Background: an optimization exercise with open tools, aiming at small area, a short achievable clock period and few clock cycles per item. Do not read the settings as production practice. Function was checked by simulation only, so behaviour that the tests miss may differ from the original. Power figures rest on the tool's default switching activity, not on a simulated workload.

File: flow/config.mk
export PLATFORM = sky130hd
export DESIGN_NAME = tick_symbol_table_imbalance_top
export DESIGN_NICKNAME = tick_symbol_table_imbalance_top
export VERILOG_FILES = /design/flow/design.v
export SDC_FILE = /design/flow/constraint.sdc
export NUM_CORES = 4
export LEC_CHECK = 0
export CAP_MARGIN = 20
export CORE_MARGIN = 2
export CORE_UTILIZATION = 45
export PLACE_DENSITY = 0.6
export SLEW_MARGIN = 20
export SYNTH_MEMORY_MAX_BITS = 16384
File: flow/constraint.sdc
create_clock -name core_clock -period 10.0 [get_ports {clk_i}]
set_input_delay 2.0000 -clock core_clock [delete_from_list [all_inputs] [get_ports {clk_i}]]
set_output_delay 2.0000 -clock core_clock [all_outputs]
set_load 0.01 [all_outputs]
File: flow/design.v
package tsti_pkg;
  localparam int TABLE_DEPTH  = 128;
  localparam int SYMBOL_BYTES = 8;
  localparam int Q_FRAC       = 16;
  localparam int QUOT_W       = Q_FRAC + 1;
  localparam int ADDR_W       = (TABLE_DEPTH > 1) ? $clog2(TABLE_DEPTH) : 1;
  localparam int CNT_W        = ADDR_W + 1;
  localparam int STEP_W       = $clog2(QUOT_W);
  localparam int SYM_W        = 64;
  localparam int VOL_W        = 32;
  localparam int TIME_W       = 64;
  localparam int SLOT_W       = 7;
  localparam int IMB_W        = 18;
  typedef enum logic [2:0] {
    ST_IDLE,
    ST_DIV,
    ST_SCAN,
    ST_WRITE,
    ST_DONE
  } state_e;
  typedef struct packed {
    logic                  start;
    logic [VOL_W-1:0]      mag;
    logic [VOL_W:0]        sum;
  } div_req_t;
  typedef struct packed {
    logic                  done;
    logic [QUOT_W-1:0]     quot;
  } div_rsp_t;
endpackage
module tsti_ram #(
  parameter int WIDTH = 64,
  parameter int DEPTH = 128
) (
  input  logic                                         clk_i,
  input  logic                                         we_i,
  input  logic [((DEPTH > 1) ? $clog2(DEPTH) : 1)-1:0] waddr_i,
  input  logic [WIDTH-1:0]                             wdata_i,
  input  logic [((DEPTH > 1) ? $clog2(DEPTH) : 1)-1:0] raddr_i,
  output logic [WIDTH-1:0]                             rdata_o
);
  logic [WIDTH-1:0] mem_q [DEPTH];
  logic [WIDTH-1:0] rdata_q;
  always_ff @(posedge clk_i) begin
    if (we_i) begin
      mem_q[waddr_i] <= wdata_i;
    end
    rdata_q <= mem_q[raddr_i];
  end
  assign rdata_o = rdata_q;
endmodule
import tsti_pkg::*;
module tsti_div (
  input  logic               clk_i,
  input  logic               rst_ni,
  input  tsti_pkg::div_req_t req_i,
  output tsti_pkg::div_rsp_t rsp_o
);
  logic                busy_q, busy_d;
  logic                done_q, done_d;
  logic [STEP_W-1:0]   step_q, step_d;
  logic [VOL_W+1:0]    rem_q, rem_d;
  logic [VOL_W:0]      sum_q, sum_d;
  logic [QUOT_W-1:0]   quot_q, quot_d;
  logic [VOL_W+1:0]    diff;
  logic                ge;
  assign ge   = rem_q >= {1'b0, sum_q};
  assign diff = rem_q - {1'b0, sum_q};
  always_comb begin
    busy_d = busy_q;
    done_d = 1'b0;
    step_d = step_q;
    rem_d  = rem_q;
    sum_d  = sum_q;
    quot_d = quot_q;
    if (req_i.start) begin
      busy_d = 1'b1;
      step_d = '0;
      rem_d  = {2'b00, req_i.mag};
      sum_d  = req_i.sum;
      quot_d = '0;
    end else if (busy_q) begin
      quot_d = {quot_q[QUOT_W-2:0], ge};
      rem_d  = ge ? {diff[VOL_W:0], 1'b0} : {rem_q[VOL_W:0], 1'b0};
      step_d = step_q + 1'b1;
      if (step_q == STEP_W'(QUOT_W - 1)) begin
        busy_d = 1'b0;
        done_d = 1'b1;
      end
    end
  end
  always_ff @(posedge clk_i or negedge rst_ni) begin
    if (!rst_ni) begin
      busy_q <= 1'b0;
      done_q <= 1'b0;
      step_q <= '0;
    end else begin
      busy_q <= busy_d;
      done_q <= done_d;
      step_q <= step_d;
    end
  end
  always_ff @(posedge clk_i) begin
    rem_q  <= rem_d;
    sum_q  <= sum_d;
    quot_q <= quot_d;
  end
  assign rsp_o.done = done_q;
  assign rsp_o.quot = quot_q;
endmodule
import tsti_pkg::*;
module tick_symbol_table_imbalance_top (
  input  logic                        clk_i,
  input  logic                        rst_ni,
  input  logic                        tick_valid_i,
  output logic                        tick_ready_o,
  input  logic [63:0]                 tick_symbol_text_i,
  input  logic [31:0]                 tick_bid_volume_i,
  input  logic [31:0]                 tick_ask_volume_i,
  input  logic [63:0]                 tick_sent_time_ns_i,
  input  logic [63:0]                 tick_arrival_time_ns_i,
  output logic                        result_valid_o,
  input  logic                        result_ready_i,
  output logic [6:0]                  result_slot_index_o,
  output logic                        result_new_symbol_o,
  output logic                        result_table_full_drop_o,
  output logic [63:0]                 result_latency_ns_o,
  output logic signed [17:0]          result_imbalance_o,
  output logic                        result_zero_volume_o
);
  function automatic logic sym_equal(logic [SYM_W-1:0] a, logic [SYM_W-1:0] b);
    logic eq;
    logic stop;
    eq   = 1'b1;
    stop = 1'b0;
    for (int i = 0; i < SYMBOL_BYTES; i++) begin
      if (!stop) begin
        if (a[8*i +: 8] != b[8*i +: 8]) begin
          eq   = 1'b0;
          stop = 1'b1;
        end else if (a[8*i +: 8] == 8'd0) begin
          stop = 1'b1;
        end
      end
    end
    sym_equal = eq;
  endfunction
  tsti_pkg::state_e            state_q, state_d;
  logic [CNT_W-1:0]    count_q, count_d;
  logic [CNT_W-1:0]    issue_q, issue_d;
  logic                pend_q, pend_d;
  logic [ADDR_W-1:0]   pend_idx_q, pend_idx_d;
  logic                found_q, found_d;
  logic [ADDR_W-1:0]   slot_q, slot_d;
  logic [SYM_W-1:0]    sym_q;
  logic                neg_q;
  logic                zero_q;
  logic [TIME_W-1:0]   lat_q;
  logic                out_valid_q, out_valid_d;
  logic [SLOT_W-1:0]   out_slot_q;
  logic                out_new_q;
  logic                out_drop_q;
  logic [TIME_W-1:0]   out_lat_q;
  logic [IMB_W-1:0]    out_imb_q;
  logic                out_zero_q;
  logic                res_new_q, res_new_d;
  logic                res_drop_q, res_drop_d;
  logic                accept;
  logic                issue_ok;
  logic                hit;
  logic                last;
  logic                load_out;
  logic                ram_we;
  logic [ADDR_W-1:0]   ram_waddr;
  logic [SYM_W-1:0]    ram_rdata;
  logic [VOL_W:0]      vol_sum;
  logic [VOL_W-1:0]    vol_mag;
  logic [IMB_W-1:0]    imb_mag;
  logic [ADDR_W+SLOT_W-1:0] slot_wide;
  tsti_pkg::div_req_t         div_req;
  tsti_pkg::div_rsp_t         div_rsp;
  assign tick_ready_o = (state_q == ST_IDLE);
  assign accept       = tick_valid_i && tick_ready_o;
  assign vol_sum = {1'b0, tick_bid_volume_i} + {1'b0, tick_ask_volume_i};
  assign vol_mag = (tick_ask_volume_i > tick_bid_volume_i) ?
                   (tick_ask_volume_i - tick_bid_volume_i) :
                   (tick_bid_volume_i - tick_ask_volume_i);
  assign div_req.start = accept;
  assign div_req.mag   = vol_mag;
  assign div_req.sum   = vol_sum;
  tsti_div u_div (
    .clk_i  (clk_i),
    .rst_ni (rst_ni),
    .req_i  (div_req),
    .rsp_o  (div_rsp)
  );
  tsti_ram #(
    .WIDTH (SYM_W),
    .DEPTH (TABLE_DEPTH)
  ) u_store (
    .clk_i   (clk_i),
    .we_i    (ram_we),
    .waddr_i (ram_waddr),
    .wdata_i (sym_q),
    .raddr_i (issue_q[ADDR_W-1:0]),
    .rdata_o (ram_rdata)
  );
  assign issue_ok = issue_q < count_q;
  assign hit      = pend_q && sym_equal(ram_rdata, sym_q);
  assign last     = pend_q && ({1'b0, pend_idx_q} == (count_q - 1'b1));
  assign load_out = (state_q == ST_DONE) && (!out_valid_q || result_ready_i);
  always_comb begin
    state_d    = state_q;
    count_d    = count_q;
    issue_d    = issue_q;
    pend_d     = 1'b0;
    pend_idx_d = pend_idx_q;
    found_d    = found_q;
    slot_d     = slot_q;
    res_new_d  = res_new_q;
    res_drop_d = res_drop_q;
    ram_we     = 1'b0;
    ram_waddr  = slot_q;
    case (state_q)
      ST_IDLE: begin
        if (accept) begin
          state_d = ST_DIV;
        end
      end
      ST_DIV: begin
        if (div_rsp.done) begin
          issue_d = '0;
          found_d = 1'b0;
          state_d = (count_q == '0) ? ST_WRITE : ST_SCAN;
        end
      end
      ST_SCAN: begin
        pend_d     = issue_ok;
        pend_idx_d = issue_q[ADDR_W-1:0];
        if (issue_ok) begin
          issue_d = issue_q + 1'b1;
        end
        if (hit) begin
          found_d = 1'b1;
          slot_d  = pend_idx_q;
          state_d = ST_WRITE;
        end else if (last) begin
          state_d = ST_WRITE;
        end
      end
      ST_WRITE: begin
        res_new_d  = 1'b0;
        res_drop_d = 1'b0;
        if (found_q) begin
          ram_we    = 1'b1;
          ram_waddr = slot_q;
        end else if (count_q < CNT_W'(TABLE_DEPTH)) begin
          ram_we    = 1'b1;
          ram_waddr = count_q[ADDR_W-1:0];
          slot_d    = count_q[ADDR_W-1:0];
          count_d   = count_q + 1'b1;
          res_new_d = 1'b1;
        end else begin
          slot_d     = '0;
          res_drop_d = 1'b1;
        end
        state_d = ST_DONE;
      end
      ST_DONE: begin
        if (load_out) begin
          state_d = ST_IDLE;
        end
      end
      default: state_d = ST_IDLE;
    endcase
  end
  assign out_valid_d = load_out ? 1'b1 : (out_valid_q && !result_ready_i);
  always_ff @(posedge clk_i or negedge rst_ni) begin
    if (!rst_ni) begin
      state_q     <= ST_IDLE;
      count_q     <= '0;
      issue_q     <= '0;
      pend_q      <= 1'b0;
      found_q     <= 1'b0;
      out_valid_q <= 1'b0;
    end else begin
      state_q     <= state_d;
      count_q     <= count_d;
      issue_q     <= issue_d;
      pend_q      <= pend_d;
      found_q     <= found_d;
      out_valid_q <= out_valid_d;
    end
  end
  assign imb_mag   = {{(IMB_W-QUOT_W){1'b0}}, div_rsp.quot};
  assign slot_wide = {{SLOT_W{1'b0}}, slot_q};
  always_ff @(posedge clk_i) begin
    pend_idx_q <= pend_idx_d;
    slot_q     <= slot_d;
    res_new_q  <= res_new_d;
    res_drop_q <= res_drop_d;
    if (accept) begin
      sym_q  <= tick_symbol_text_i;
      neg_q  <= tick_ask_volume_i > tick_bid_volume_i;
      zero_q <= (vol_sum == '0);
      lat_q  <= tick_arrival_time_ns_i - tick_sent_time_ns_i;
    end
    if (load_out) begin
      out_slot_q <= slot_wide[SLOT_W-1:0];
      out_new_q  <= res_new_q;
      out_drop_q <= res_drop_q;
      out_lat_q  <= lat_q;
      out_zero_q <= zero_q;
      if (zero_q) begin
        out_imb_q <= '0;
      end else begin
        out_imb_q <= neg_q ? (IMB_W'(0) - imb_mag) : imb_mag;
      end
    end
  end
  assign result_valid_o = out_valid_q;
  assign result_slot_index_o = out_slot_q;
  assign result_new_symbol_o = out_new_q;
  assign result_table_full_drop_o = out_drop_q;
  assign result_latency_ns_o = out_lat_q;
  assign result_imbalance_o = out_imb_q;
  assign result_zero_volume_o = out_zero_q;
endmodule
File: flow/run.sh
#!/bin/bash
# synth_recipe.tcl (not shown) runs the flow's synth.tcl, then flattens the netlist and writes it again
# the make line also repeats each setting of config.mk as NAME=value (left out here)
make -C /OpenROAD-flow-scripts/flow DESIGN_CONFIG=/design/flow/config.mk WORK_HOME=/design/flow/orfs CLKGATE_MAP_FILE= SYNTH_SCRIPT=/design/flow/synth_recipe.tcl finish
==> key figures <==
Yosys
  – Post-synthesis cell count: 14.3k
  – Number of distinct library cells after synthesis: ~110
  – Synth top area cells: edfxtp_1, mux4_2, ha_1
  – Synth Warn #: 3
  – FFs w/ async S/R, synth: 0.00337
  – Syn Area/Cell: 23.5 um^2
  – Most common cell in the netlist: edfxtp_1
  – Post-synth top flop: edfxtp_1
  – Sequential fraction of the synthesis area: 0.767
  – Commonest cells in the netlist: edfxtp_1, mux4_2, clkbuf_1
  – Yosys top cell by area: edfxtp_1
  – Post-synth EDFFs: 8495
  – Yosys reg bits: 8607
  – Top cell type's share of synthesized area: 0.760
  – Synth Net Count: roughly 15k
  – Synth Cell Area: 336000 um^2

Setup path
  – Crit path depth: 13
  – Crit-path max FO: 66
  – Most used cell, CP: o21ai_0
  – Setup crit end kind: flip-flop
  – CP required: around 11 ns
  – Flop-to-flop setup slack: 3.67 ns
  – Critical Path, Cell by Cell: buf_4 -> xnor2_1 -> nand4_1 -> o21ai_0 -> a22oi_1 -> nor3_2 -> a21oi_1 -> o31ai_2 -> nand3_1 -> a21oi_2 -> nand2_1 -> o21ai_0 -> buf_2
  – RR Startpoint: sym_q[61]$_DFFE_PP_
  – Critical path's largest stage delay: about 0.9 ns
  – Worst R2R End: slot_q[5]$_DFFE_PP_
  – FF-to-FF path depth: 13
  – Crit-path leading delay family: compound AO/OA/AOI/OAI gates
  – Crit path capture: slot_q[5]$_DFFE_PP_
  – Slowest-stage cell, CP: a21oi_2
  – Buf+Inv Stages, Crit Path: 2
  – Worst Setup SP: sym_q[61]$_DFFE_PP_
  – Startpoint Class: flip-flop
  – WP data arrival: 7.20 ns
  – WS Path Type: flip-flop to flip-flop

GRT
  – Largest net degree at the start of global routing: roughly 140
  – Initial antenna violation count: 68
  – Global route overflow: 0
  – Vias in the first global route: 159k
  – First-pass GRT wire length: 1300000 um
  – Tot GR Track Use: 0.247

Placed design
  – Final Wtd Congestion: around 0.86
  – Post-DP HPWL: 515000 um
  – Port Buf Inserts: 353

Detailed routing
  – Final WL: 944000 um
  – Via count of the routed design: 162k
  – # DRC: 0
  – Routed vias/inst: between 6 and 7
  – Post-DRT Antenna Nets: 0
  – Routed wire per std cell: 36.3 um
  – Drt first pass iters: 6
  – DR iter-0 viols: 23.3k

Run
  – Maxcap violations: 0

Worst hold path
  – Hold Path Class: flip-flop to flip-flop

Clocking
  – CTS tree: done
  – Clock root cell: clkbuf_16
  – Setup bufs post-CTS: 0
  – Max Buffers Root-to-Sink: 4
  – Clock-pin slew on the worst setup and hold paths: roughly 0.060 ns
  – Num CTS Buffers: 852
  – Gates resized, CTS repair: 0
  – Worst-Skew Late Latency: around 1.2 ns
  – Clock Sink Count: 8607
  – H-Tree Depth: 6
  – Cts hold-fix bufs: 0

STA
  – Finish-stage setup viols: 0
  – Post-route minimum period: 6.33 ns
  – Tcrit/Tclk final: 0.633
  – Worst slew pin tran: 1.22 ns
  – Skew final: 0.0634 ns
  – Max Slew Vio Count: 0
  – Sum Neg Setup Slack: 0 ns
  – Hold Slack: 0.414 ns
  – RSZ-0062 raised after global routing: no
  – Fmax: 158 MHz
  – Rel. slew slack: 0.186
  – Final hold vios: 0

Power and ir drop
  – Cell leakage power: 115 nW
  – Total power: ~77 mW
  – VDD IR max: around 180 uV
  – Pwr dens: around 200 nW/um^2

Floorplanning
  – Initial core utilization: 0.451
  – Chip width: 868 um
  – Core Area: 744000 um^2
  – Ports: 354
  – FP Rows: 317
  – Die Y: 868 um
  – Die area: 753000 um^2

Finish
  – Layout cells sized above 1: 0.288
  – Total Nets Final: 15.8k
  – Area Growth Syn to Fin: 13.7%
  – Filler instances: 57.7k

Outcome
  – Outcome: complete, no violations
==> worst register-to-register path, delay by kind of cell, from the launching register on <==
kind / cells / cell delay, ns
AOI/OAI and AO/OA: 6 / 2.84
and+or+nand+nor: 4 / 1.71
buffers and inverters: 2 / 0.89
DFF: 1 / 0.33
xor gates and xnor gates: 1 / 0.27
==> area by class of cell <==
class / count / area [um^2] / share of cell area
Antenna cell: 101 / 253 / 0.000662
Timing Repair Buffer: 886 / 8520 / 0.0223
Clock buffer: 1057 / 22200 / 0.0583
Tap cell: 9889 / 12400 / 0.0324
Inverter: 236 / 896 / 0.00235
Sequential cell: 8607 / 258000 / 0.675
Clock inverter: 516 / 4300 / 0.0113
Multi-Input combinational cell: 4726 / 75600 / 0.198
==> kinds of logic (layout without fill, tap and decap cells) <==
family                     count (synthesis)  after routing  synth area share
DFF                                     8607           8607             0.767
xor gates and xnor gates                 247            247           0.00650
buffers and inverters                    939           2695            0.0109
AOI/OAI and AO/OA                        655            655            0.0125
adders and majority gates                210            210           0.00794
and+or+nand+nor                          826            826            0.0117
other                                      0            101                 0
muxes                                   2788           2788             0.184
==> per-layer routing <==
layer  vias to the layer above  track usage  share of wire
met1                     88552        0.360           0.41
li1                      63384            -              -
met2                      8410        0.389           0.47
met3                      1305       0.0423          0.092
met4                        26       0.0706          0.031
met5                         -            0        0.00020
==> worst min path at each step <==
stage,to,cells past startpoint,startpoint
2_1_floorplan,out_drop_q$_DFFE_PP_,0,res_drop_q$_SDFFCE_PP0P_
3_3_place_gp,out_lat_q[21]$_DFFE_PP_,0,lat_q[21]$_DFFE_PP_
3_5_place_dp,out_lat_q[10]$_DFFE_PP_,0,lat_q[10]$_DFFE_PP_
4_1_cts,out_lat_q[30]$_DFFE_PP_,0,lat_q[30]$_DFFE_PP_
5_1_grt,out_lat_q[42]$_DFFE_PP_,0,lat_q[42]$_DFFE_PP_
6_report,out_lat_q[30]$_DFFE_PP_,0,lat_q[30]$_DFFE_PP_
==> cell usage in the layout (no fill, tap or decap), types with 86 or more instances in the layout <==
cell type and instances:
edfxtp_1 8495, mux4_2 2688, clkbuf_16 859, buf_4 455, clkdlybuf4s50_1 352, clkinv_1 238, nor2_1 228, a21oi_1 224
inv_1 223, ha_1 205, clkbuf_1 197, xnor2_1 168, clkinv_2 154, nand2_1 143, nor2_4 128, diode_2 101
o21ai_0 86
==> power breakdown <==
group          internal [mW]  switching (mW)
Sequential              41.1           0.191
Clock                   17.0            13.7
Combinational           1.37            3.23
Total                   59.5            17.2
==> registers in the layout, indices dropped and copies added (netlist names), 3 cells and up <==
name	cells
sym_q	64
slot_q	7
lat_q	64
u_div.rem_q	34
out_slot_q	7
issue_q	8
u_div.step_q	5
u_store.mem_q	8192
out_imb_q	18
count_q	8
out_lat_q	64
u_div.quot_q	17
pend_idx_q	7
u_store.rdata_q	64
state_q	3
u_div.sum_q	33
==> through the flow <==
step | area, um^2 | setup WS, ns | std cells | util
floorplan | 336000 | 2.49 | 14272 | -
global placement | 355000 | 2.30 | 24332 | 0.476
detailed placement | 355000 | 3.10 | 24342 | 0.477
CTS | 381000 | 3.61 | 25915 | 0.512
global route | 382000 | 3.58 | 25982 | 0.513
finish | 382000 | 3.67 | 26018 | 0.513
Testbench counts, summed over its fixed seeds: cycles 162,078, items 3,200.

[what the ideal ports hide]
How much do the figures lean on ideal ports? The routed layout below was timed once more, with nothing changed but the port constraints.
Step 1: set_driving_cell puts a clkbuf_16 on clk_i and a buf_2 on each other input, an assumption about the parent block.
Step 2 adds t to the input delays and takes it off the output delays; t is the mean of the earliest and latest rising clock arrival at the registers after step 1. Input paths then give back, and output paths get back, about the clock's delay inside the block.
Three values: ideal, step 1, step 2; two values: the first two.
shift t [ns]: 1.276
slack for setup (ns): 3.667 / 3.667 / 2.945
pins driven straight from the clock port: 1
After both steps setup and hold are still met in this run. For this run, drivers alone change the setup slack by 0.000 ns; drivers and shift together by -0.722 ns.
